Source: an optimization exercise on an open RTL-to-GDS flow (aim: small area). Production flows keep margins and buffers that such runs may drop. In this exercise RTL edits were held to simulation tests only and were not proved equivalent to the original. Power and IR drop assume default switching activity.

== cedar ==
// typing_game
module typing_game (
	input  logic        clk,
	input  logic        arst_n,
	input  logic [7:0]  ascii,
	input  logic        ctrl,
	input  logic [2:0]  slot_sel,
	output logic [1:0]  state,
	output logic [11:0] time_bcd,
	output logic [11:0] hit_bcd,
	output logic [11:0] miss_bcd,
	output logic        slot_valid,
	output logic [11:0] slot_x,
	output logic [11:0] slot_y,
	output logic [7:0]  slot_text,
	output logic [1:0]  slot_color
);
==> flow/config.mk <==
export PLATFORM = sky130hd
export DESIGN_NAME = typing_game
export DESIGN_NICKNAME = typing_game
export VERILOG_FILES = /design/flow/design.v
export SDC_FILE = /design/flow/constraint.sdc
export NUM_CORES = 4
export LEC_CHECK = 0
export CAP_MARGIN = 20
export CORE_MARGIN = 2
export CORE_UTILIZATION = 40
export GPL_TIMING_DRIVEN = 0
export PLACE_DENSITY = 0.5
export SLEW_MARGIN = 20
==> flow/constraint.sdc <==
create_clock -name core_clock -period 10.0 [get_ports {clk}]
set_input_delay 2.0000 -clock core_clock [delete_from_list [all_inputs] [get_ports {clk}]]
set_output_delay 2.0000 -clock core_clock [all_outputs]
set_load 0.01 [all_outputs]
standard.sh (not shown) runs the stock make flow with config.mk's settings and CLKGATE_MAP_FILE= SYNTH_SCRIPT=/design/flow/synth_recipe.tcl, a recipe that flattens the netlist after the stock synthesis.
==> flow/flow/run.sh <==
#!/bin/bash
# The standard layout (standard.sh) with three changes:
#  - synthesis: synth_recipe.tcl as is, but ABC maps for area (flow/area.abc);
#  - clock tree: no dummy loads, small clock buffers in small clusters;
#  - ports: buffered with the smallest buffer.
# Each ORFS step keeps its own log under orfs/logs; make's output goes to
# standard.log.
set -euo pipefail
here=$(pwd)
export FLOW_AREA_ABC=$here/flow/area.abc
export FLOW_SYNTH_TCL=$here/synth_recipe.tcl
export CTS_ARGS="-sink_clustering_enable -repair_clock_nets -sink_clustering_size 16 -sink_clustering_max_diameter 80 -buf_list sky130_fd_sc_hd__clkbuf_8 -dont_use_dummy_load"
export BUFFER_PORTS_ARGS="-buffer_cell sky130_fd_sc_hd__buf_1"
sed "s#SYNTH_SCRIPT=[^ ]*#SYNTH_SCRIPT=$here/flow/synth_area.tcl#" standard.sh > standard_area.sh
grep -q "SYNTH_SCRIPT=$here/flow/synth_area.tcl" standard_area.sh
bash standard_area.sh > standard.log 2>&1
==> flow/flow/area.abc <==
strash
&get -n
&fraig -x
&put
scorr
dc2
strash
&get -n
&dch -f
&nf -R 1000 -p
&put
==> flow/flow/synth_area.tcl <==
# The standard synthesis script (synth_recipe.tcl, unchanged), with only the
# ABC script of the technology-mapping step swapped for an area-oriented one.
# Flip-flops are mapped before ABC runs, so the registers are the standard ones.
proc abc {args} {
  set i [lsearch -exact $args -script]
  if { $i >= 0 } { lset args [expr {$i + 1}] $::env(FLOW_AREA_ABC) }
  yosys abc {*}$args
}
source $::env(FLOW_SYNTH_TCL)
cedar: no failed stages, no open violations at the end
Input-level comparison between zinc and cedar:
-- flow/flow/run.sh --
<<< cedar, line 11
export FLOW_SYNTH_TCL=$here/synth_recipe.tcl
export CTS_ARGS="-sink_clustering_enable -repair_clock_nets -sink_clustering_size 16 -sink_clustering_max_diameter 80 -buf_list sky130_fd_sc_hd__clkbuf_8 -dont_use_dummy_load"
export BUFFER_PORTS_ARGS="-buffer_cell sky130_fd_sc_hd__buf_1"
>>> zinc, line 11
export FLOW_SYNTH_TCL=$here/synth_recipe.tcl
export CTS_ARGS="-sink_clustering_enable -repair_clock_nets -sink_clustering_size 24 -sink_clustering_max_diameter 100 -buf_list sky130_fd_sc_hd__clkbuf_16 -dont_use_dummy_load"
export BUFFER_PORTS_ARGS="-buffer_cell sky130_fd_sc_hd__buf_1"
-- flow/config.mk --
<<< cedar, line 10
export CORE_UTILIZATION = 40
export GPL_TIMING_DRIVEN = 0
export PLACE_DENSITY = 0.5
>>> zinc, line 10
export CORE_UTILIZATION = 40
export PLACE_DENSITY = 0.5
## What came out
Going from cedar to zinc, clock latency of the later-clocked register in the worst-skew pair -0.08 ns, final cell count saw a decrease, half-perimeter wire length after detailed placement shrank by 6.6%. Looking at number of detailed-route iterations in the first pass, zinc sits 3 above cedar. On first-iteration DRC count, the lower figure sits with zinc, not cedar.
The following lists how delta was set up differently from zinc:
-- flow/flow/run.sh --
<<< zinc, line 11
export FLOW_SYNTH_TCL=$here/synth_recipe.tcl
export CTS_ARGS="-sink_clustering_enable -repair_clock_nets -sink_clustering_size 24 -sink_clustering_max_diameter 100 -buf_list sky130_fd_sc_hd__clkbuf_16 -dont_use_dummy_load"
export BUFFER_PORTS_ARGS="-buffer_cell sky130_fd_sc_hd__buf_1"
>>> delta, line 11
export FLOW_SYNTH_TCL=$here/synth_recipe.tcl
export CTS_ARGS="-sink_clustering_enable -repair_clock_nets -sink_clustering_size 16 -sink_clustering_max_diameter 80 -buf_list sky130_fd_sc_hd__clkbuf_8 -dont_use_dummy_load"
export BUFFER_PORTS_ARGS="-buffer_cell sky130_fd_sc_hd__buf_1"
==> flow/flow/area.abc <==
strash
&get -n
&fraig -x
&put
scorr
dc2
strash
&get -n
&deepsyn -T 60
&dch -f
&nf -R 1000 -p
&put
mfs3 -a
[summary]
delta finished all stages; the layout is clean.
delta against zinc: share of synthesized cell area in full adder, half adder and majority cells saw little to no change, area fraction in compound gates after synthesis saw a decrease, achievable frequency saw an increase.
Multi-input gate share of total cell area on delta is down relative to zinc.
Taking zinc as the reference point, the power share of the clock group of delta falls by 2.7 points.
Going from zinc to delta, the first-pass iteration count of the detailed router was found to have gone down by 4.
Reported for zinc and delta, number of input and output port buffers inserted turned out identical to the last digit.
delta vs zinc on register fraction of the total cell area: delta is the higher one.

-- what the ideal ports hide --
The results above use ideal ports. As a check the final layouts listed here were re-extracted and re-timed, cells and wires unchanged. Step 1 sets driving cells, clkbuf_16 on the clock port and buf_2 on the other inputs (assumed; they add their load-dependent delay and slew). Step 2 also shifts input and output timing later by t, the mid clock arrival at the registers, as if the neighbouring blocks saw the same clock. a / b / c = ideal / step 1 / step 2; a / b = the first two.
run	shift t [ns]	setup WS [ns]	worst slew at a driven data input, ns	pins driven straight from the clock port
cedar	0.613	3.656 / 3.624 / 3.624	0.04	1
zinc	0.551	3.604 / 3.572 / 3.572	0.03	1
delta	0.619	3.946 / 3.921 / 3.921	0.04	1
After both steps every run listed still meets setup and hold.
